Source: an optimization exercise on an open RTL-to-GDS flow (aim: small area, a short achievable clock period and few clock cycles per item). Production flows keep margins and buffers that such runs may drop.
In this exercise RTL edits were held to simulation tests only and were not proved equivalent to the original.
Power is estimated from default activity; no workload was simulated.

==> flow/design.v <==
package edf_pkg;
   localparam int BUFFER_DEPTH = 64;
   localparam int IDX_W        = 6;
   localparam int CNT_W        = 7;
   localparam int KEY_W        = 17;    
   localparam logic OP_ARRIVAL = 1'b0;
   localparam logic OP_TICK    = 1'b1;
   localparam logic REG_CAPACITY = 1'b0;
   localparam logic [6:0] CAPACITY_RESET = 7'd4;
endpackage
module edf_cmp (
   input  logic [16:0] a,
   input  logic [16:0] b,
   output logic        lt,
   output logic        eq
);
   logic [31:0] l, e;
   always_comb begin
      for (int i = 0; i < 32; i++) begin
         if (i < 17) begin
            l[i] = !a[i] && b[i];
            e[i] = !(a[i] ^ b[i]);
         end else begin
            l[i] = 1'b0;
            e[i] = 1'b1;
         end
      end
      for (int w = 1; w < 32; w = w * 2) begin
         for (int i = 0; i < 32; i += 2 * w) begin
            l[i] = l[i+w] || (e[i+w] && l[i]);
            e[i] = e[i+w] && e[i];
         end
      end
   end
   assign lt = l[0];
   assign eq = e[0];
endmodule
module edf_ctrl (
   input  logic         clock,
   input  logic         reset,
   input  logic         req_valid,
   output logic         req_ready,
   input  logic         req_opcode,
   input  logic [7:0]   req_packet_count,
   input  logic [15:0]  req_packet_slack,
   input  logic [15:0]  req_packet_value,
   input  logic         pop,
   output logic         head_valid,
   output logic         head_op,
   output logic [7:0]   head_cnt,
   output logic [15:0]  head_slk,
   output logic [15:0]  head_val
);
   logic [40:0] q0, q1;
   logic [1:0]  cnt_ff;
   logic        rp_ff, wp_ff;
   logic        push;
   logic [40:0] head;
   assign req_ready  = (cnt_ff != 2'd2);
   assign push       = req_valid && req_ready;
   assign head_valid = (cnt_ff != 2'd0);
   assign head       = rp_ff ? q1 : q0;
   assign head_op    = head[40];
   assign head_cnt   = head[39:32];
   assign head_slk   = head[31:16];
   assign head_val   = head[15:0];
   always_ff @(posedge clock) begin
      if (reset) begin
         cnt_ff <= 2'd0;
         rp_ff  <= 1'b0;
         wp_ff  <= 1'b0;
      end else begin
         cnt_ff <= cnt_ff + {1'b0, push} - {1'b0, pop};
         if (push) wp_ff <= !wp_ff;
         if (pop)  rp_ff <= !rp_ff;
      end
   end
   always_ff @(posedge clock) begin
      if (push && !wp_ff) q0 <= {req_opcode, req_packet_count, req_packet_slack, req_packet_value};
      if (push &&  wp_ff) q1 <= {req_opcode, req_packet_count, req_packet_slack, req_packet_value};
   end
endmodule
module edf_datapath (
   input  logic         clock,
   input  logic         reset,
   input  logic [6:0]   cap_eff,
   input  logic         head_valid,
   input  logic         head_op,
   input  logic [7:0]   head_cnt,
   input  logic [15:0]  head_slk,
   input  logic [15:0]  head_val,
   output logic         pop,
   output logic         rsp_valid,
   input  logic         rsp_ready,
   output logic         rsp_sent,
   output logic [15:0]  rsp_sent_value,
   output logic         rsp_was_empty,
   output logic [6:0]   rsp_fill_level,
   output logic [31:0]  rsp_arrived_total,
   output logic [31:0]  rsp_dropped_total,
   output logic [31:0]  rsp_sent_total,
   output logic [47:0]  rsp_value_total
);
   logic [16:0] raw_d [64];
   logic [15:0] raw_v [64];
   logic [16:0] ent_d [64];
   logic [15:0] ent_v [64];
   logic [5:0]  ent_p [64];      
   logic [2:0]  ent_m [64];      
   logic [63:0] ent_e;           
   logic [63:0] vld_ff;          
   logic [6:0]  occ_ff;          
   logic        room_ff;         
   logic [6:0]  free_ff;         
   logic [15:0] t_ff;
   logic        ppend_ff;
   logic [5:0]  ppos_ff;         
   logic [5:0]  adj_p [64];      
   logic        cv_ff;           
   logic        cop_ff;
   logic        cfirst_ff;       
   logic [7:0]  ccnt_ff;
   logic [16:0] csd_ff;          
   logic [15:0] cv16_ff;
   logic [6:0]  crep_ff;         
   logic        crep_nz_ff;
   logic [6:0]  cexp_ff;         
   logic        cnz_ff;          
   logic        rv_ff;
   logic        rop_ff;
   logic [7:0]  rcnt_ff;
   logic [7:0]  rdrop_ff;
   logic        rsent_ff;
   logic [15:0] rval_ff;
   logic        rempty_ff;
   logic [6:0]  rocc_ff;
   logic        ov_ff;
   logic        osent_ff;
   logic [15:0] oval_ff;
   logic        oempty_ff;
   logic [6:0]  ofill_ff;
   logic [31:0] oarr_ff, odrp_ff, osnt_ff;
   logic [47:0] ovsum_ff;
   logic        r_move, go;
   assign r_move = rv_ff && (!ov_ff || rsp_ready);
   assign go     = !rv_ff || r_move;
   logic [64:0] vld;      
   logic [64:0] m0;       
   logic [64:0] cb;       
   logic [63:0] lt_sd, eq_sd, tl;
   logic [63:0] sel_l, sel_r, sel_n;
   logic [63:0] pa, pb;
   logic [5:0]  p_t;
   logic [2:0]  m_t;
   logic [15:0] v_t;
   logic        mt_nz;
   logic [63:0] tg, tv, tg2, tv2;
   always_comb begin
      for (int j = 0; j < 64; j++) begin
         ent_d[j] = raw_d[j] ^ {17{(j % 2 == 1)}};
         ent_v[j] = raw_v[j] ^ {16{(j % 2 == 1)}};
         adj_p[j] = (ppend_ff && ent_p[j] > ppos_ff) ? ent_p[j] - 6'd1 : ent_p[j];
      end
   end
   for (genvar j = 0; j < 64; j++) begin : g_cmp
      edf_cmp u_cmp (.a(ent_d[j]), .b(csd_ff), .lt(lt_sd[j]), .eq(eq_sd[j]));
   end
   always_comb begin
      vld     = {1'b0, vld_ff};
      m0[64]  = 1'b0;
      pa[0] = vld[0];
      for (int j = 1; j < 64; j++) begin
         pa[j] = ent_e[j] && vld[j];
      end
      for (int w = 1; w < 64; w = w * 2) begin
         pb = pa;
         for (int j = w; j < 64; j++) begin
            pa[j] = pb[j] && pb[j-w];
         end
      end
      m0[63:0] = pa;
      for (int j = 0; j < 64; j++) begin
         tl[j] = m0[j] && !m0[j+1];
      end
      for (int j = 0; j < 64; j++) begin
         tg[j] = (j < 63) ? (ent_e[(j+1)%64] && vld[j+1]) : 1'b0;
         tv[j] = (ent_m[j] != 3'd0);
      end
      for (int w = 1; w < 64; w = w * 2) begin
         tg2 = tg;
         tv2 = tv;
         for (int j = 0; j < 64; j += 2 * w) begin
            tg[j] = tg2[j] && tg2[j+w];
            tv[j] = tg2[j] ? tv2[j+w] : tv2[j];
         end
      end
      mt_nz = tv[0];
      p_t   = 6'd0;
      m_t   = 3'd0;
      v_t   = 16'd0;
      for (int j = 0; j < 64; j++) begin
         p_t   = p_t | (tl[j] ? adj_p[j] : 6'd0);
         m_t   = m_t | (tl[j] ? ent_m[j] : 3'd0);
         v_t   = v_t | (tl[j] ? ent_v[j] : 16'd0);
      end
   end
   logic        is_arr, is_tick;
   logic        want_app, want_rep, rep_ok, split;
   logic        ins_app, ins_rep, ins_r, ins_l, rm, rm_slot, expired, send, wrap;
   logic        occ_nz, occ_is1;
   logic [16:0] tp1;
   logic [6:0]  exp_nx;
   logic        nz_nx;
   logic        emit, done;
   logic [6:0]  occ_nx;
   logic [15:0] t_nx;
   logic [6:0]  f_free, f_app, f_rest;
   logic [5:0]  p_new;
   logic [2:0]  m_new;
   logic [2:0]  m_t_dec;
   assign m_t_dec = m_t - 3'd1;
   assign is_arr   = cv_ff && !cop_ff;
   assign is_tick  = cv_ff && cop_ff;
   assign occ_nz   = vld_ff[0];
   assign occ_is1  = (occ_ff == 7'd1);
   assign tp1      = 17'(t_ff) + 17'd1;
   assign want_app = is_arr && room_ff && crep_nz_ff;
   assign want_rep = is_arr && !want_app && crep_nz_ff;
   assign rep_ok   = occ_nz && lt_sd[0];
   assign split    = (crep_ff <= 7'(ent_m[0]));      
   assign ins_app  = go && want_app;
   assign ins_rep  = go && want_rep && rep_ok;
   assign ins_r    = ins_app || (ins_rep && split);   
   assign ins_l    = ins_rep && !split;               
   assign rm       = go && is_tick && occ_nz;
   assign rm_slot  = rm && !mt_nz;
   assign expired  = (ent_d[0] == 17'(t_ff)) || (ent_d[0] == tp1);
   assign send     = rm && !expired;
   assign wrap     = send && (t_ff == 16'hFFFF);
   assign exp_nx   = cexp_ff + 7'd1;
   assign nz_nx    = cnz_ff || (ent_d[0] == tp1);
   logic        fits, more_app;
   logic [6:0]  f_all;
   assign fits     = (crep_ff <= free_ff);
   assign f_all    = fits ? crep_ff : free_ff;
   assign f_app    = (f_all > 7'd8) ? 7'd8 : f_all;
   assign f_rest   = crep_ff - f_app;
   assign more_app = (f_all > 7'd8);
   always_comb begin
      emit = 1'b0;
      done = 1'b0;
      if (is_arr) begin
         emit = cfirst_ff;
         if (want_app)      done = (fits && !more_app) || (!more_app && !rep_ok);
         else if (want_rep) done = !rep_ok || (crep_ff <= 7'(ent_m[0]) + 7'd1) ||
                                   !(vld[1] && lt_sd[1]);
         else               done = 1'b1;
      end else if (is_tick) begin
         if (!occ_nz)       emit = 1'b1;
         else if (!expired) emit = 1'b1;
         else if (occ_is1)  emit = 1'b1;
         done = emit;
      end
   end
   assign occ_nx = ins_app ? occ_ff + f_app : (rm ? occ_ff - 7'd1 : occ_ff);
   assign t_nx   = send ? t_inc : t_ff;
   logic [6:0]  free_nx;
   always_comb begin
      if (ins_app)  free_nx = free_ff - f_app;
      else if (rm)  free_nx = (occ_ff <= cap_eff) ? cap_eff - occ_ff + 7'd1 : 7'd0;
      else          free_nx = (occ_ff < cap_eff) ? cap_eff - occ_ff : 7'd0;
   end
   logic [16:0] sd_t0, sd_t1;
   assign sd_t0 = 17'(head_slk) + 17'(t_ff);
   logic [15:0] t_inc;
   assign t_inc = t_ff + 16'd1;
   assign sd_t1 = 17'(head_slk) + 17'(t_inc);
   always_comb begin
      if (want_app) begin
         p_new = 6'(occ_ff);
         m_new = 3'(f_app - 7'd1);
      end else begin
         p_new = split ? adj_p[0] + 6'(ent_m[0]) - 6'(crep_ff) + 6'd1 : adj_p[0];
         m_new = split ? 3'(crep_ff - 7'd1) : ent_m[0];
      end
   end
   logic        load;
   logic [7:0]  ld_n;
   assign load    = go && head_valid && (!cv_ff || done);
   assign pop     = load;
   assign ld_n    = (head_cnt > 8'(cap_eff)) ? 8'(cap_eff) : head_cnt;
   always_comb begin
      cb[64] = 1'b0;
      for (int j = 0; j < 64; j++) begin
         if (want_app) cb[j] = vld[j] && lt_sd[j];
         else          cb[j] = vld[j] && (lt_sd[j] || (eq_sd[j] && (ent_p[j] > ent_p[0])));
      end
      for (int j = 0; j < 64; j++) begin
         sel_l[j] = 1'b0;
         sel_r[j] = 1'b0;
         sel_n[j] = 1'b0;
         if (rm_slot) begin
            sel_l[j] = !m0[j+1];
         end else if (ins_r) begin
            sel_n[j] = !cb[j] && (j == 0 || cb[(j+63)%64]);
            sel_r[j] = !cb[j] && !(j == 0 || cb[(j+63)%64]);
         end else if (ins_l) begin
            sel_l[j] = cb[j+1];
            sel_n[j] = !cb[j+1] && cb[j];
         end
      end
   end
   always_ff @(posedge clock) begin
      for (int j = 0; j < 64; j++) begin
         if (sel_l[j] || sel_r[j] || sel_n[j]) begin
            raw_d[j] <= ~(({17{sel_l[j]}} & raw_d[(j+1)%64]) |
                          ({17{sel_r[j]}} & raw_d[(j+63)%64]) |
                          ({17{sel_n[j]}} & (csd_ff ^ {17{(j % 2 == 0)}})));
            raw_v[j] <= ~(({16{sel_l[j]}} & raw_v[(j+1)%64]) |
                          ({16{sel_r[j]}} & raw_v[(j+63)%64]) |
                          ({16{sel_n[j]}} & (cv16_ff ^ {16{(j % 2 == 0)}})));
         end
         if (wrap) begin
            raw_d[j][16] <= (j % 2 == 1);
         end
      end
   end
   always_ff @(posedge clock) begin
      for (int j = 0; j < 64; j++) begin
         if (sel_l[j]) begin
            ent_p[j] <= adj_p[(j+1)%64];
            ent_m[j] <= ent_m[(j+1)%64];
         end else if (sel_r[j]) begin
            ent_p[j] <= adj_p[(j+63)%64];
            ent_m[j] <= ent_m[(j+63)%64];
         end else if (sel_n[j]) begin
            ent_p[j] <= p_new;
            ent_m[j] <= m_new;
         end else if (j == 0 && ins_r && !want_app) begin
            ent_p[j] <= adj_p[j];
            ent_m[j] <= ent_m[j] - 3'(crep_ff);
         end else if (rm && !rm_slot && tl[j]) begin
            ent_p[j] <= adj_p[j];
            ent_m[j] <= m_t_dec;
         end else begin
            ent_p[j] <= adj_p[j];
         end
      end
      ppos_ff <= p_t;
   end
   always_ff @(posedge clock) begin
      if (reset) ppend_ff <= 1'b0;
      else       ppend_ff <= rm;
   end
   always_ff @(posedge clock) begin
      for (int j = 0; j < 64; j++) begin
         if (rm_slot) begin
            if (sel_l[j])      ent_e[j] <= tl[j] ? 1'b0 : ent_e[(j+1)%64];
         end else if (ins_r) begin
            if (sel_n[j])      ent_e[j] <= (j == 0) ? 1'b0 : eq_sd[(j+63)%64];
            else if (sel_r[j]) ent_e[j] <= sel_n[(j+63)%64] ? eq_sd[(j+63)%64] : ent_e[(j+63)%64];
         end else if (ins_l) begin
            if (sel_l[j])      ent_e[j] <= (j == 0) ? 1'b0 : ent_e[(j+1)%64];
            else if (sel_n[j]) ent_e[j] <= (j == 0) ? 1'b0 : eq_sd[j];
            else if (j > 0 && sel_n[(j+63)%64]) ent_e[j] <= eq_sd[j];
         end
      end
   end
   always_ff @(posedge clock) begin
      if (reset) begin
         occ_ff  <= 7'd0;
         room_ff <= 1'b0;
         free_ff <= 7'd0;
         vld_ff  <= 64'd0;
         t_ff    <= 16'd0;
         cv_ff   <= 1'b0;
         rv_ff   <= 1'b0;
      end else begin
         if (r_move) rv_ff <= 1'b0;
         if (go) begin
            if (emit) rv_ff <= 1'b1;
            occ_ff  <= occ_nx;
            room_ff <= (free_nx != 7'd0);
            free_ff <= free_nx;
            t_ff    <= t_nx;
            if (ins_r)        vld_ff <= {vld_ff[62:0], 1'b1};
            else if (rm_slot) vld_ff <= {1'b0, vld_ff[63:1]};
            if (load)         cv_ff <= 1'b1;
            else if (done)    cv_ff <= 1'b0;
         end
      end
   end
   always_ff @(posedge clock) begin
      if (go) begin
         if (load) begin
            cop_ff     <= head_op;
            cfirst_ff  <= 1'b1;
            ccnt_ff    <= head_cnt;
            csd_ff     <= send ? sd_t1 : sd_t0;
            cv16_ff    <= head_val;
            crep_ff    <= head_op ? 7'd0 : ld_n[6:0];
            crep_nz_ff <= !head_op && (ld_n != 8'd0);
            cexp_ff    <= 7'd0;
            cnz_ff     <= 1'b0;
         end else begin
            cfirst_ff <= 1'b0;
            if (rm) begin
               cexp_ff <= exp_nx;
               cnz_ff  <= nz_nx;
            end
            if (want_app) begin
               crep_ff    <= f_rest;
               crep_nz_ff <= (f_rest != 7'd0) && (more_app || rep_ok);
            end else if (want_rep) begin
               crep_ff    <= (rep_ok && !split) ? crep_ff - 7'(ent_m[0]) - 7'd1 : 7'd0;
               crep_nz_ff <= rep_ok && !split && (crep_ff != 7'(ent_m[0]) + 7'd1) &&
                             vld[1] && lt_sd[1];
            end
         end
         if (emit) begin
            rcnt_ff   <= ccnt_ff;
            rsent_ff  <= 1'b0;
            rval_ff   <= v_t;
            rempty_ff <= 1'b0;
            if (is_arr) begin
               rop_ff   <= 1'b0;
               rdrop_ff <= ccnt_ff - 8'(want_app ? f_all : 7'd0);
               rocc_ff  <= want_app ? occ_ff + f_all : occ_ff;
            end else begin
               rop_ff   <= 1'b1;
               rocc_ff  <= occ_nx;
               if (!occ_nz) begin
                  rdrop_ff  <= 8'(cexp_ff);
                  rempty_ff <= !cnz_ff;
               end else if (expired) begin
                  rdrop_ff  <= 8'(exp_nx);
                  rempty_ff <= !nz_nx;
               end else begin
                  rdrop_ff  <= 8'(cexp_ff);
                  rsent_ff  <= 1'b1;
               end
            end
         end
      end
   end
   function automatic logic [31:0] sat32(input logic [31:0] a, input logic [31:0] b);
      logic [32:0] s;
      s = {1'b0, a} + {1'b0, b};
      sat32 = s[32] ? 32'hFFFF_FFFF : s[31:0];
   endfunction
   function automatic logic [47:0] sat48(input logic [47:0] a, input logic [47:0] b);
      logic [48:0] s;
      s = {1'b0, a} + {1'b0, b};
      sat48 = s[48] ? 48'hFFFF_FFFF_FFFF : s[47:0];
   endfunction
   always_ff @(posedge clock) begin
      if (reset) begin
         ov_ff    <= 1'b0;
         oarr_ff  <= 32'd0;
         odrp_ff  <= 32'd0;
         osnt_ff  <= 32'd0;
         ovsum_ff <= 48'd0;
      end else begin
         if (ov_ff && rsp_ready) ov_ff <= 1'b0;
         if (r_move) begin
            ov_ff    <= 1'b1;
            oarr_ff  <= sat32(oarr_ff, rop_ff ? 32'd0 : 32'(rcnt_ff));
            odrp_ff  <= sat32(odrp_ff, 32'(rdrop_ff));
            osnt_ff  <= sat32(osnt_ff, 32'(rsent_ff));
            ovsum_ff <= sat48(ovsum_ff, rsent_ff ? 48'(rval_ff) : 48'd0);
         end
      end
   end
   always_ff @(posedge clock) begin
      if (r_move) begin
         osent_ff  <= rsent_ff;
         oval_ff   <= rsent_ff ? rval_ff : 16'd0;
         oempty_ff <= rempty_ff;
         ofill_ff  <= rocc_ff;
      end
   end
   assign rsp_valid         = ov_ff;
   assign rsp_sent          = osent_ff;
   assign rsp_sent_value    = oval_ff;
   assign rsp_was_empty     = oempty_ff;
   assign rsp_fill_level    = ofill_ff;
   assign rsp_arrived_total = oarr_ff;
   assign rsp_dropped_total = odrp_ff;
   assign rsp_sent_total    = osnt_ff;
   assign rsp_value_total   = ovsum_ff;
endmodule
module edf_packet_buffer_scheduler (
   input  logic         clock,
   input  logic         reset,
   input  logic         req_valid,
   output logic         req_ready,
   input  logic         req_opcode,
   input  logic [7:0]   req_packet_count,
   input  logic [15:0]  req_packet_slack,
   input  logic [15:0]  req_packet_value,
   output logic         rsp_valid,
   input  logic         rsp_ready,
   output logic         rsp_sent,
   output logic [15:0]  rsp_sent_value,
   output logic         rsp_was_empty,
   output logic [6:0]   rsp_fill_level,
   output logic [31:0]  rsp_arrived_total,
   output logic [31:0]  rsp_dropped_total,
   output logic [31:0]  rsp_sent_total,
   output logic [47:0]  rsp_value_total,
   input  logic         psel,
   input  logic         penable,
   input  logic         pwrite,
   input  logic [2:0]   paddr,
   input  logic [31:0]  pwdata,
   output logic [31:0]  prdata,
   output logic         pready
);
   logic [6:0]  cap_ff;
   logic [6:0]  cap_eff;
   logic        pop;
   logic        head_valid, head_op;
   logic [7:0]  head_cnt;
   logic [15:0] head_slk, head_val;
   assign pready = 1'b1;
   always_ff @(posedge clock) begin
      if (reset) begin
         cap_ff <= edf_pkg::CAPACITY_RESET;
      end else if (psel && penable && pwrite && paddr[2] == edf_pkg::REG_CAPACITY) begin
         cap_ff <= pwdata[6:0];
      end
   end
   assign prdata  = (paddr[2] == edf_pkg::REG_CAPACITY) ? {25'd0, cap_ff} : 32'd0;
   assign cap_eff = (cap_ff > 7'd64) ? 7'd64 : cap_ff;
   edf_ctrl u_ctrl (
      .clock            (clock),
      .reset            (reset),
      .req_valid        (req_valid),
      .req_ready        (req_ready),
      .req_opcode       (req_opcode),
      .req_packet_count (req_packet_count),
      .req_packet_slack (req_packet_slack),
      .req_packet_value (req_packet_value),
      .pop              (pop),
      .head_valid       (head_valid),
      .head_op          (head_op),
      .head_cnt         (head_cnt),
      .head_slk         (head_slk),
      .head_val         (head_val)
   );
   edf_datapath u_dp (
      .clock             (clock),
      .reset             (reset),
      .cap_eff           (cap_eff),
      .head_valid        (head_valid),
      .head_op           (head_op),
      .head_cnt          (head_cnt),
      .head_slk          (head_slk),
      .head_val          (head_val),
      .pop               (pop),
      .rsp_valid         (rsp_valid),
      .rsp_ready         (rsp_ready),
      .rsp_sent          (rsp_sent),
      .rsp_sent_value    (rsp_sent_value),
      .rsp_was_empty     (rsp_was_empty),
      .rsp_fill_level    (rsp_fill_level),
      .rsp_arrived_total (rsp_arrived_total),
      .rsp_dropped_total (rsp_dropped_total),
      .rsp_sent_total    (rsp_sent_total),
      .rsp_value_total   (rsp_value_total)
   );
endmodule
==> flow/run.sh <==
#!/bin/bash
# synth_recipe.tcl (not shown) runs the flow's synth.tcl, then flattens the netlist and writes it again
# the make line also repeats each setting of config.mk as NAME=value (left out here)
make -C /OpenROAD-flow-scripts/flow DESIGN_CONFIG=/design/flow/config.mk WORK_HOME=/design/flow/orfs CLKGATE_MAP_FILE= SYNTH_SCRIPT=/design/flow/synth_recipe.tcl finish
==> flow/config.mk <==
export PLATFORM = sky130hd
export DESIGN_NAME = edf_packet_buffer_scheduler
export DESIGN_NICKNAME = edf_packet_buffer_scheduler
export VERILOG_FILES = /design/flow/design.v
export SDC_FILE = /design/flow/constraint.sdc
export NUM_CORES = 4
export LEC_CHECK = 0
export ABC_CLOCK_PERIOD_IN_PS = 5000
export CAP_MARGIN = 20
export CORE_MARGIN = 2
export CORE_UTILIZATION = 30
export PLACE_DENSITY = 0.4
export SETUP_SLACK_MARGIN = 5
export SLEW_MARGIN = 20
export TNS_END_PERCENT = 5
==> flow/constraint.sdc <==
create_clock -name core_clock -period 10.0 [get_ports {clock}]
set_input_delay 2.0000 -clock core_clock [delete_from_list [all_inputs] [get_ports {clock}]]
set_output_delay 2.0000 -clock core_clock [all_outputs]
set_load 0.01 [all_outputs]
==> results.py, run 1 <==
metrics = {
    "clocking": {
        "cts_tree": "built",
        "cts-root-buf": "clkbuf_16",
        "cts_buffers": 416,
        "ctsLongestPathBuffers": 4,
        "clk_pin_slew_ns": 0.07,
        "ctsHtreeMaxLevel": 5,
        "clock-sinks": 3220,
        "clk_latency_ns": 1.16,
    },
    "final_layout": {
        "drive_gt1_share_pct": 13.9,
        "regArea_um2": 89700,
        "fin_util_pct": 36.1,
        "final_nets": 24800,
        "multi_input_area_um2": 122000,
        "syn_to_final_growth_pct": 20.0,
        "n_fill_cell": 71700,
    },
    "setup_path": {
        "critPathCaptureType": "flip-flop",
        "r2r_start": "u_dp.ent_e[3]",
        "cp_cell_sequence": "nand4_1, buf_6, or4_4, buf_8, or4_4, buf_12, nor3_4, nor2_1, buf_6, a222oi_1, o211a_1, nand3_2, nor3_4, and2_4, ha_4, inv_2, a31oi_1, buf_4, or2_4, buf_12, a222oi_1, mux2_4",
        "crit_required_ns": 10.86,
        "slowest_stage": "a222oi_1",
        "rr_worst_depth": 22,
        "path_max_fanout": 7,
        "arrival_ns": 6.95,
        "path_class": "flip-flop to flip-flop",
        "crit_path_start": "u_dp.ent_e[3]",
        "crit_path_max_incr_delay_ns": 0.85,
        "startpoint_type": "flip-flop",
    },
    "yosys": {
        "synth_top_cell_area_share_pct": 35.3,
        "synth_top_area_cell": "edfxtp_1",
        "synth.distinct_cells": 93,
        "synthTopCellsByArea": "edfxtp_1 35%, ha_1 12%, dfxtp_1 6.6%",
        "synth.most_common_cell": "edfxtp_1",
        "synth_area_per_cell_um2": 9.61,
        "synth_cells": 22300,
        "synthArstFlopShare_pct": 0,
        "yosysWarningCount": 18,
        "syn-cell-area_um2": 214000,
        "seq_area_frac_synth_pct": 41.9,
        "synthFlopType": "edfxtp_1",
        "netlist_top_cells_count": "2512 x edfxtp_1, 2482 x nor2_1, 2043 x ha_1",
        "synth_edf_count": 2512,
        "ys_ff_latch": 3220,
    },
    "detailed_routing": {
        "drt-total-wl_um": 1310000,
        "drcViolationCount": 0,
        "vias": 212000,
        "ant_nets": 0,
        "drt-initial-drc-count": 34600,
        "wl_per_cell_um": 40.2,
        "dr.pass1.iters": 14,
        "vias_per_cell": 6.50,
    },
    "power": {
        "power.density_nw_per_um2": 226,
        "leakage_nw": 91.7,
        "vdd_drop_max_uv": 241,
        "power_mw": 58.0,
    },
    "floorplanning": {
        "core-area_um2": 712000,
        "ios": 287,
        "die-height_um": 848,
        "fp.dieW_um": 848,
        "die_area_um2": 720000,
        "rows": 310,
        "start_util_pct": 30.1,
    },
    "sta": {
        "tns_ns": 0,
        "rsz0062_at_grt": "true",
        "setup_viol": 0,
        "relSlewSlack_pct": 11.0,
        "fmax_ghz": 0.164,
        "period_share_pct": 60.9,
        "worst_pin_slew_ns": 1.33,
        "final_max_slew_viol_count": 0,
        "fin_skew_ns": 0.104,
        "fin_crit_ns": 6.09,
        "hold_slack_ns": 0.418,
        "hold_viol_final": 0,
    },
    "global_routing": {
        "grt_util_met3_pct": 10.5,
        "grt_pass1_vias": 195000,
        "grt_max_degree": 93,
        "grt_busiest_layer": "met2",
        "globalRouteMet1Util_pct": 45.3,
        "grt_usage_pct": 34.7,
        "antenna_found_initial": 141,
        "grt_use_met2_pct": 49.9,
        "grt_first_pass_wirelength_um": 1750000,
        "gr-total-overflow": 0,
    },
    "worst_hold_path": {
        "min_path_cells": 0,
        "hp-start": "u_dp.rocc_ff[2]",
        "hp-class": "flip-flop to flip-flop",
    },
    "outcome": {
        "status": "no timing/DRC/antenna violations",
    },
    "place": {
        "globalplace.congestion": 1.05,
        "io_buffer_count": 233,
        "dp_hpwl_um": 955000,
    },
    "job": {
        "maxCapViolCount": 0,
    },
}
per-layer routing:
layer	part of all wire, %	vias up	wire length, µm
met3	11	2706	148000
met2	41	13200	538000
met4	7.4	74	96900
met1	40	108000	525000
met5	0.085	-	1110
li1	-	88400	-
area by class of cell:
class | count | area share, %
antenna | 84 | 0.0819
clock buffer | 560 | 4.45
clock inverter | 210 | 0.804
inverter | 995 | 1.49
multi-input combinational | 16400 | 47.4
sequential | 3220 | 35.0
tap | 9516 | 4.64
timing repair buffer | 1598 | 6.22
kinds of logic after synthesis:
family	count (synthesis)	share of synthesized area, %
buffers and inverters	2685	4.77
AND/OR/NAND/NOR	6142	12.8
adder cells (fa/ha/maj)	2057	12.1
XOR/XNOR	557	2.28
AO/OA/AOI/OAI	7227	24.4
flip-flops	3220	41.9
other	2	0.00351
multiplexers	366	1.77
sequential cells by signal, summed over array words and instances, names as in the netlist, 17 cells and up:
name / flops
u_dp.osnt_ff: 32
u_dp.raw_v: 1024
u_dp.ovsum_ff: 48
u_ctrl.q1: 41
u_dp.ent_p: 384
u_dp.vld_ff: 64
u_dp.odrp_ff: 32
u_ctrl.q0: 41
u_dp.csd_ff: 17
u_dp.oarr_ff: 32
u_dp.ent_e: 64
u_dp.raw_d: 1088
u_dp.ent_m: 192
layout by cell type, fill, tap and decap left out, types with 201 or more instances in the layout:
cell type,instances
nand4_1,274
buf_4,1004
nand2_1,1533
a222oi_1,1096
clkdlybuf4s50_1,232
xor2_1,201
nand3_1,458
edfxtp_1,2512
dfxtp_1,654
mux2i_1,273
clkbuf_16,428
ha_1,2030
xnor2_1,293
a21o_1,294
nor3_1,308
o21ai_0,1069
a221oi_1,1112
nor2_1,2373
inv_1,959
a21oi_1,1445
a211oi_1,312
metrics by stage:
step / std cells / instance area [µm²] / setup slack, ns
floorplan: 22300 / 215000 / 4.62
global placement: 31300 / 233000 / 1.08
detailed placement: 31300 / 233000 / 1.75
CTS: 32400 / 254000 / 4.38
global route: 32500 / 257000 / 4.16
finish: 32600 / 257000 / 3.91
repair_timing:
item | in CTS | in global routing
endpoints found under the setup margin | 5197 | 4230
endpoints found under the hold margin | 0 | 0
resized for setup | 946 | 399
setup buffers | 265 | 94
hold buffers | 0 | 0
cloned | 42 | 7
pin swaps | 202 | 110
critical path, delay by kind of cell (launching register included):
| family | cells | cell delay [ns] |
|---|---|---|
| multiplexers | 1 | 0.30 |
| buffers and inverters | 7 | 1.14 |
| AO/OA/AOI/OAI | 4 | 1.43 |
| AND/OR/NAND/NOR | 9 | 2.29 |
| flip-flops | 1 | 0.41 |
| adder cells (fa/ha/maj) | 1 | 0.12 |
where the power goes:
part | switching (mW) | total, mW | internal [mW]
clock network | 6.93 | 15.7 | 8.76
registers | 2.23 | 18.2 | 16.0
logic | 16.4 | 24.1 | 7.74
final timing paths:
path | end | slack (ns)
setup / recovery | u_dp.ent_m[13][2] | 3.91
hold / removal | u_dp.ofill_ff[2] | 0.42
setup reg to reg | u_dp.ent_m[13][2] | 3.91
hold reg to reg | u_dp.ofill_ff[2] | 0.42
Testbench counts, summed over its fixed seeds: cycles 4,065, items 3,200.
==> inputs of run 2 (changes only) <==
--- a/flow/design.v
+++ b/flow/design.v
@@ -124,2 +124,4 @@
    logic [15:0] cv16_ff;
+   logic [16:0] csdn_ff;
+   logic [15:0] cv16n_ff;
    logic [6:0]  crep_ff;         
@@ -153,3 +155,2 @@
    logic [5:0]  p_t;
-   logic [2:0]  m_t;
    logic [15:0] v_t;
@@ -165,3 +166,3 @@
    for (genvar j = 0; j < 64; j++) begin : g_cmp
-      edf_cmp u_cmp (.a(ent_d[j]), .b(csd_ff), .lt(lt_sd[j]), .eq(eq_sd[j]));
+      edf_cmp u_cmp (.a(ent_d[j]), .b((j % 2 == 0) ? ~csdn_ff : csd_ff), .lt(lt_sd[j]), .eq(eq_sd[j]));
    end
@@ -198,3 +199,2 @@
       p_t   = 6'd0;
-      m_t   = 3'd0;
       v_t   = 16'd0;
@@ -202,3 +202,2 @@
          p_t   = p_t | (tl[j] ? adj_p[j] : 6'd0);
-         m_t   = m_t | (tl[j] ? ent_m[j] : 3'd0);
          v_t   = v_t | (tl[j] ? ent_v[j] : 16'd0);
@@ -219,4 +218,2 @@
    logic [2:0]  m_new;
-   logic [2:0]  m_t_dec;
-   assign m_t_dec = m_t - 3'd1;
    assign is_arr   = cv_ff && !cop_ff;
@@ -317,6 +314,6 @@
                           ({17{sel_r[j]}} & raw_d[(j+63)%64]) |
-                          ({17{sel_n[j]}} & (csd_ff ^ {17{(j % 2 == 0)}})));
+                          ({17{sel_n[j]}} & ((j % 2 == 0) ? csdn_ff : csd_ff)));
             raw_v[j] <= ~(({16{sel_l[j]}} & raw_v[(j+1)%64]) |
                           ({16{sel_r[j]}} & raw_v[(j+63)%64]) |
-                          ({16{sel_n[j]}} & (cv16_ff ^ {16{(j % 2 == 0)}})));
+                          ({16{sel_n[j]}} & ((j % 2 == 0) ? cv16n_ff : cv16_ff)));
          end
@@ -343,3 +340,3 @@
             ent_p[j] <= adj_p[j];
-            ent_m[j] <= m_t_dec;
+            ent_m[j] <= ent_m[j] - 3'd1;
          end else begin
@@ -399,3 +396,5 @@
             csd_ff     <= send ? sd_t1 : sd_t0;
+            csdn_ff    <= ~(send ? sd_t1 : sd_t0);
             cv16_ff    <= head_val;
+            cv16n_ff   <= ~head_val;
             crep_ff    <= head_op ? 7'd0 : ld_n[6:0];
@@ -430,3 +429,3 @@
                rop_ff   <= 1'b1;
-               rocc_ff  <= occ_nx;
+               rocc_ff  <= occ_nz ? occ_ff - 7'd1 : occ_ff;
                if (!occ_nz) begin
--- a/flow/config.mk
+++ b/flow/config.mk
@@ -9,5 +9,7 @@
 export CAP_MARGIN = 20
+export CELL_PAD_IN_SITES_DETAIL_PLACEMENT = 1
+export CELL_PAD_IN_SITES_GLOBAL_PLACEMENT = 1
 export CORE_MARGIN = 2
 export CORE_UTILIZATION = 30
-export PLACE_DENSITY = 0.4
+export PLACE_DENSITY = 0.45
 export SETUP_SLACK_MARGIN = 5
==> results.py, run 2 <==
metrics = {
    "yosys": {
        "synth_top_area_cell": "edfxtp_1",
        "seq_area_frac_synth_pct": 42.2,
        "synth_cells": 21400,
        "synthArstFlopShare_pct": 0,
        "ys_ff_latch": 3253,
        "synth_area_per_cell_um2": 10.1,
        "synthFlopType": "edfxtp_1",
        "synth.distinct_cells": 92,
        "netlist_top_cells_count": "2545 x edfxtp_1, 2169 x ha_1, 2080 x a222oi_1",
        "synth_top_cell_area_share_pct": 35.6,
        "syn-cell-area_um2": 215000,
        "synthTopCellsByArea": "edfxtp_1 36%, ha_1 13%, a222oi_1 9.7%",
        "synth.most_common_cell": "edfxtp_1",
        "synth_edf_count": 2545,
        "yosysWarningCount": 18,
    },
    "floorplanning": {
        "fp.dieW_um": 850,
        "start_util_pct": 30.1,
        "rows": 310,
        "ios": 287,
        "die_area_um2": 723000,
        "die-height_um": 850,
        "core-area_um2": 713000,
    },
    "detailed_routing": {
        "vias": 221000,
        "ant_nets": 0,
        "vias_per_cell": 6.91,
        "dr.pass1.iters": 15,
        "drcViolationCount": 0,
        "drt-total-wl_um": 1550000,
        "drt-initial-drc-count": 46200,
        "wl_per_cell_um": 48.4,
    },
    "setup_path": {
        "slowest_stage": "or3_4",
        "path_max_fanout": 30,
        "crit_required_ns": 11.04,
        "cp_cell_sequence": "clkinvlp_4, buf_12, ha_1, nand3_1, o21bai_1, a21oi_2, nand2_1, xor2_1, o22ai_2, or3_4, a221oi_2, o2111ai_4, nor3_1, nand3_1",
        "arrival_ns": 6.67,
        "startpoint_type": "flip-flop",
        "critPathCaptureType": "flip-flop",
        "crit_path_max_incr_delay_ns": 0.62,
        "path_class": "flip-flop to flip-flop",
        "critPathMostFrequentCell": "nand3_1",
    },
    "global_routing": {
        "grt_pass1_vias": 205000,
        "grt_first_pass_wirelength_um": 1990000,
        "gr-total-overflow": 0,
        "grt_usage_pct": 40.4,
        "grt_max_degree": 92,
        "antenna_found_initial": 217,
    },
    "final_layout": {
        "fin_util_pct": 36.6,
        "largest_register_ffs": 1088,
        "regMostFlops": "u_dp.raw_d",
        "multi_input_area_um2": 121000,
        "syn_to_final_growth_pct": 21.7,
        "drive_gt1_share_pct": 15.5,
        "reg_top3": "u_dp.raw_d: 1088 flops, u_dp.raw_v: 1024 flops, u_dp.ent_p: 384 flops",
        "mostFrequentLayoutCells": "2545 x edfxtp_1, 2159 x ha_1, 2080 x a222oi_1",
        "layout.cells.non_filler": 32000,
        "final_nets": 24300,
        "regArea_um2": 90800,
        "final_area_um2": 261000,
        "final_common_cell": "edfxtp_1",
        "n_fill_cell": 78300,
    },
    "power": {
        "leakage_nw": 94.1,
        "power.density_nw_per_um2": 257,
        "power_mw": 67.0,
        "vdd_drop_max_uv": 357,
    },
    "clocking": {
        "cts_buffers": 431,
        "clk_latency_ns": 1.19,
        "clock-sinks": 3253,
        "cts-root-buf": "clkbuf_16",
        "clk_pin_slew_ns": 0.06,
        "ctsLongestPathBuffers": 4,
        "cts_tree": "built",
        "ctsHtreeMaxLevel": 5,
    },
    "place": {
        "dp_hpwl_um": 1110000,
        "dp_cells": 30500,
        "place_ws_ns": 2.01,
        "io_buffer_count": 233,
        "globalplace.congestion": 1.04,
        "postPlaceCellArea_um2": 234000,
    },
    "sta": {
        "setup_viol": 0,
        "fin_skew_ns": 0.106,
        "hold_viol_final": 0,
        "finalWorstSetupSlack_ns": 4.37,
        "fmax_ghz": 0.178,
        "final_max_slew_viol_count": 0,
        "period_share_pct": 56.3,
        "worst_pin_slew_ns": 1.37,
        "rsz0062_at_grt": "true",
        "fin_crit_ns": 5.63,
        "tns_ns": 0,
        "relSlewSlack_pct": 7.56,
        "hold_slack_ns": 0.420,
    },
    "outcome": {
        "status": "no timing/DRC/antenna violations",
    },
    "worst_hold_path": {
        "hp-class": "flip-flop to flip-flop",
    },
    "job": {
        "maxCapViolCount": 0,
    },
}
[run 2: timing repair]
action,in CTS,in global routing
resized for setup,1029,422
setup buffers,337,161
endpoints found under the setup margin,5286,4073
hold endpoints to repair,0,0
pin swaps,178,141
cloned,43,22
hold buffers,0,0
[run 2: layout make-up]
type / count / area share (%)
clock inverters: 239 / 0.944
multi-input cells: 15300 / 46.4
well taps: 9516 / 4.56
inverters: 1203 / 1.85
flip-flops and latches: 3253 / 34.7
diodes: 142 / 0.136
clock buffers: 563 / 4.52
repair buffers: 1800 / 6.88
[run 2: worst paths after layout]
| check | start | to | slack, ns | cells past startpoint |
|---|---|---|---|---|
| worst max-delay path | u_dp.ppos_ff[5] | u_dp.ppos_ff[2] | 4.37 | 14 |
| worst min-delay path | u_dp.rocc_ff[4] | u_dp.ofill_ff[4] | 0.42 | 0 |
| worst max register to register | u_dp.ppos_ff[5] | u_dp.ppos_ff[2] | 4.37 | 14 |
| worst min register to register | u_dp.rocc_ff[4] | u_dp.ofill_ff[4] | 0.42 | 0 |
[run 2: worst max-delay path, delay by kind of cell, from the launching register on]
kind	cells	cell delay (ns)
AOI/OAI and AO/OA	5	1.92
and+or+nand+nor	5	1.41
xor gates and xnor gates	1	0.59
adders and majority gates	1	0.54
DFF	1	0.36
buffers and inverters	2	0.34
[run 2: layer usage]
layer  GRT usage (%)  share of wire (%)  vias up  routed length [µm]
met4            24.7                7.5      112              116000
met3            14.1                 14     2851              213000
li1                -                  -    87200                   -
met5          0.0525              0.050        -                 772
met1            54.0                 40   115000              614000
met2            55.3                 39    16000              609000
[run 2: cell families (layout without fill, tap and decap cells)]
logic type / after synthesis / after routing / synth area share, %
buffers and inverters: 2849 / 3805 / 5.04
AOI/OAI and AO/OA: 7126 / 7146 / 24.8
adders and majority gates: 2184 / 2184 / 12.8
other: 2 / 174 / 0.00350
DFF: 3253 / 3253 / 42.2
muxes: 357 / 358 / 1.73
xor gates and xnor gates: 616 / 616 / 2.51
and+or+nand+nor: 4978 / 4993 / 11.0
[run 2: report_power, final]
group	switching, mW	leakage [nW]	internal [mW]	total [mW]
registers	2.55	27.5	16.4	19.0
logic	22.5	59.6	8.99	31.5
clock network	7.21	6.94	9.33	16.5
total	32.3	94.1	34.7	67.0
Testbench counts of run 2, summed over its fixed seeds: cycles 4,065, items 3,200.
==> inputs of run 3 (changes only) <==
--- a/flow/config.mk
+++ b/flow/config.mk
@@ -9,7 +9,6 @@
 export CAP_MARGIN = 20
-export CELL_PAD_IN_SITES_DETAIL_PLACEMENT = 1
-export CELL_PAD_IN_SITES_GLOBAL_PLACEMENT = 1
 export CORE_MARGIN = 2
 export CORE_UTILIZATION = 30
-export PLACE_DENSITY = 0.45
+export CTS_BUF_LIST = sky130_fd_sc_hd__clkbuf_4 sky130_fd_sc_hd__clkbuf_8
+export PLACE_DENSITY = 0.4
 export SETUP_SLACK_MARGIN = 5
==> results.py, run 3 <==
metrics = {
    "outcome": {
        "status": "no timing/DRC/antenna violations",
    },
    "yosys": {
        "netlist_top_cells_count": "2545 x edfxtp_1, 2169 x ha_1, 2080 x a222oi_1",
        "ys_ff_latch": 3253,
        "yosysWarningCount": 18,
        "synth_cells": 21400,
        "synth.most_common_cell": "edfxtp_1",
        "synth_area_per_cell_um2": 10.1,
        "synthTopCellsByArea": "edfxtp_1 36%, ha_1 13%, a222oi_1 9.7%",
        "syn-cell-area_um2": 215000,
        "synth_top_area_cell": "edfxtp_1",
        "synth.distinct_cells": 92,
        "synthFlopType": "edfxtp_1",
        "synthArstFlopShare_pct": 0,
        "synth_edf_count": 2545,
        "synth_top_cell_area_share_pct": 35.6,
        "seq_area_frac_synth_pct": 42.2,
    },
    "final_layout": {
        "reg_top3": "u_dp.raw_d: 1088 flops, u_dp.raw_v: 1024 flops, u_dp.ent_p: 384 flops",
        "regMostFlops": "u_dp.raw_d",
        "drive_gt1_share_pct": 15.8,
        "n_fill_cell": 72200,
        "final_nets": 24300,
        "mostFrequentLayoutCells": "2545 x edfxtp_1, 2160 x ha_1, 2080 x a222oi_1",
        "syn_to_final_growth_pct": 19.5,
        "final_common_cell": "edfxtp_1",
        "largest_register_ffs": 1088,
    },
    "sta": {
        "worst_pin_slew_ns": 1.31,
        "fmax_ghz": 0.183,
        "final_max_slew_viol_count": 0,
        "period_share_pct": 54.7,
        "fin_skew_ns": 0.123,
        "setup_viol": 0,
        "fin_crit_ns": 5.47,
        "hold_viol_final": 0,
        "relSlewSlack_pct": 10.0,
        "rsz0062_at_grt": "true",
        "tns_ns": 0,
    },
    "setup_path": {
        "rrSetupSlack_ns": 4.53,
        "critical-path-top-delay-family": "compound AO/OA/AOI/OAI gates",
        "crit_required_ns": 11.24,
        "worst-path-stages": 15,
        "startpoint_type": "flip-flop",
        "cp_cell_sequence": "clkinvlp_4, buf_6, clkbuf_8, ha_1, o21a_1, o21bai_1, a21oi_2, nand3_1, xor2_2, o22ai_2, a21oi_2, o221ai_1, or3_4, nor3_1, nand4_1",
        "path_buf_inv": 3,
        "crit_path_start": "u_dp.ppos_ff[2]",
        "r2r_start": "u_dp.ppos_ff[2]",
        "slowest_stage": "or3_4",
        "crit_path_max_incr_delay_ns": 0.61,
        "timing.rr.end": "u_dp.ppos_ff[4]",
        "path_class": "flip-flop to flip-flop",
        "path_max_fanout": 21,
        "arrival_ns": 6.71,
        "cp-endpoint": "u_dp.ppos_ff[4]",
        "critPathMostFrequentCell": "a21oi_2",
        "critPathCaptureType": "flip-flop",
        "rr_worst_depth": 15,
    },
    "power": {
        "clkPwrFrac_pct": 24.8,
        "seq_power_share_pct": 30.9,
        "leakage_nw": 92.2,
        "vdd_drop_max_uv": 411,
        "power_mw": 60.5,
        "switching_share_pct": 46.5,
        "power.internal_mw": 32.3,
        "p_comb_share_pct": 44.3,
        "p_sw_mw": 28.1,
        "power.density_nw_per_um2": 236,
    },
    "floorplanning": {
        "start_util_pct": 30.1,
        "fp.dieW_um": 850,
        "die-height_um": 850,
        "die_area_um2": 723000,
        "rows": 310,
        "ios": 287,
        "core-area_um2": 713000,
    },
    "global_routing": {
        "grt_first_pass_wirelength_um": 1740000,
        "grt_pass1_vias": 198000,
        "gr-total-overflow": 0,
        "grt_max_degree": 100,
        "antenna_found_initial": 104,
        "grt_usage_pct": 34.2,
    },
    "clocking": {
        "cts_tree": "built",
        "clk_pin_slew_ns": 0.06,
        "ctsHtreeMaxLevel": 6,
        "clk_latency_ns": 1.47,
        "cts-root-buf": "clkbuf_8",
        "ctsLongestPathBuffers": 4,
        "cts_buffers": 664,
        "clock-sinks": 3253,
        "hold_buffers": 0,
    },
    "place": {
        "globalplace.congestion": 1.00,
        "io_buffer_count": 233,
        "dp_hpwl_um": 943000,
    },
    "detailed_routing": {
        "ant_nets": 0,
        "drt-total-wl_um": 1310000,
        "dr.pass1.iters": 17,
        "wl_per_cell_um": 40.6,
        "drt-initial-drc-count": 41100,
        "drcViolationCount": 0,
        "vias_per_cell": 6.61,
        "vias": 212000,
    },
    "worst_hold_path": {
        "hp-class": "flip-flop to flip-flop",
    },
    "job": {
        "maxCapViolCount": 0,
    },
}
[run 3: per-layer routing]
| metal | track usage (%) | vias up | wire [µm] |
|---|---|---|---|
| met2 | 50.4 | 14100 | 548000 |
| met4 | 20.6 | 88 | 93000 |
| li1 | - | 87200 | - |
| met3 | 9.70 | 3038 | 151000 |
| met5 | 0.0197 | - | 868 |
| met1 | 44.3 | 108000 | 513000 |
[run 3: worst min path at each step]
stage                                from  slack, ns  cells past startpoint                to
after floorplan            u_dp.rempty_ff       0.40                      0    u_dp.oempty_ff
after CTS                 u_dp.rocc_ff[3]       0.41                      0  u_dp.ofill_ff[3]
after detailed placement  u_dp.rocc_ff[3]       0.41                      0  u_dp.ofill_ff[3]
final                     u_dp.rocc_ff[3]       0.42                      0  u_dp.ofill_ff[3]
after global placement     u_dp.rempty_ff       0.41                      0    u_dp.oempty_ff
after global routing      u_dp.rocc_ff[3]       0.42                      0  u_dp.ofill_ff[3]
[run 3: logic make-up after synthesis]
group,after synthesis,share of synthesized area (%)
compound gates,7126,24.8
fa+ha+maj,2184,12.8
other cells,2,0.00350
simple gates,4978,11.0
xor+xnor,616,2.51
buf+inv,2849,5.04
flops,3253,42.2
mux,357,1.73
[run 3: metrics by stage]
step / hold slack [ns] / utilization, % / cells / cell area (µm²) / setup slack, ns
after detailed placement: 0.411 / 32.6 / 30400 / 233000 / 1.77
after global placement: 0.407 / 32.6 / 30400 / 233000 / 1.81
after floorplan: 0.400 / - / 21400 / 215000 / 4.71
after global routing: 0.419 / 36.0 / 32100 / 257000 / 4.60
after CTS: 0.410 / 35.6 / 31900 / 254000 / 4.74
final: 0.420 / 36.0 / 32100 / 257000 / 4.53
[run 3: layout make-up]
class | instances | area [µm²] | share of cell area [%]
flip-flops and latches | 3253 | 90700 | 35.3
inverters | 1203 | 4800 | 1.87
clock inverters | 225 | 1470 | 0.571
diodes | 63 | 158 | 0.0614
clock buffers | 1002 | 12000 | 4.69
well taps | 9516 | 11900 | 4.64
multi-input cells | 15300 | 120000 | 46.7
repair buffers | 1532 | 15700 | 6.11
repair inverters | 1 | 7.51 | 0.00293
[run 3: power by group through the flow]
stage               logic (mW)  clock network [mW]  registers, mW
global route              28.1                15.7           18.8
floorplan                 12.7                   0           18.1
global placement          24.4                   0           18.9
detailed placement        24.7                   0           18.8
finish                    26.8                15.0           18.7
CTS                       25.3                15.2           18.6
[run 3: repair_timing]
item                       in CTS  in global routing
hold endpoints to repair        0                  0
pin swaps                     166                125
setup endpoints to repair    5235               3865
buffers inserted              277                 99
resized for setup             983                416
gates cloned                   49                  8

==> afterwards: timing with drivers on the ports <==
No port has a modelled driver above. Below, the same layouts with a new extraction and two added sets of constraints.
Step 1: set_driving_cell puts a clkbuf_16 on clock and a buf_2 on each other input, an assumption about the parent block.
Step 2 adds t to the input delays and takes it off the output delays; t is the mean of the earliest and latest rising clock arrival at the registers after step 1. Input paths then give back, and output paths get back, about the clock's delay inside the block.
Slacks: ideal / step 1 / step 2; pairs: ideal / step 1.
run	t, ns	slack for setup (ns)	pins driven straight from the clock port
run 1	1.272	3.913 / 3.913 / 3.349	1
run 2	1.281	4.368 / 4.368 / 3.731	1
run 3	1.541	4.533 / 4.533 / 3.392	1
After both steps every run listed still meets setup and hold. For run 3, which loses most, drivers alone change the setup slack by 0.000 ns; drivers and shift together by -1.141 ns.
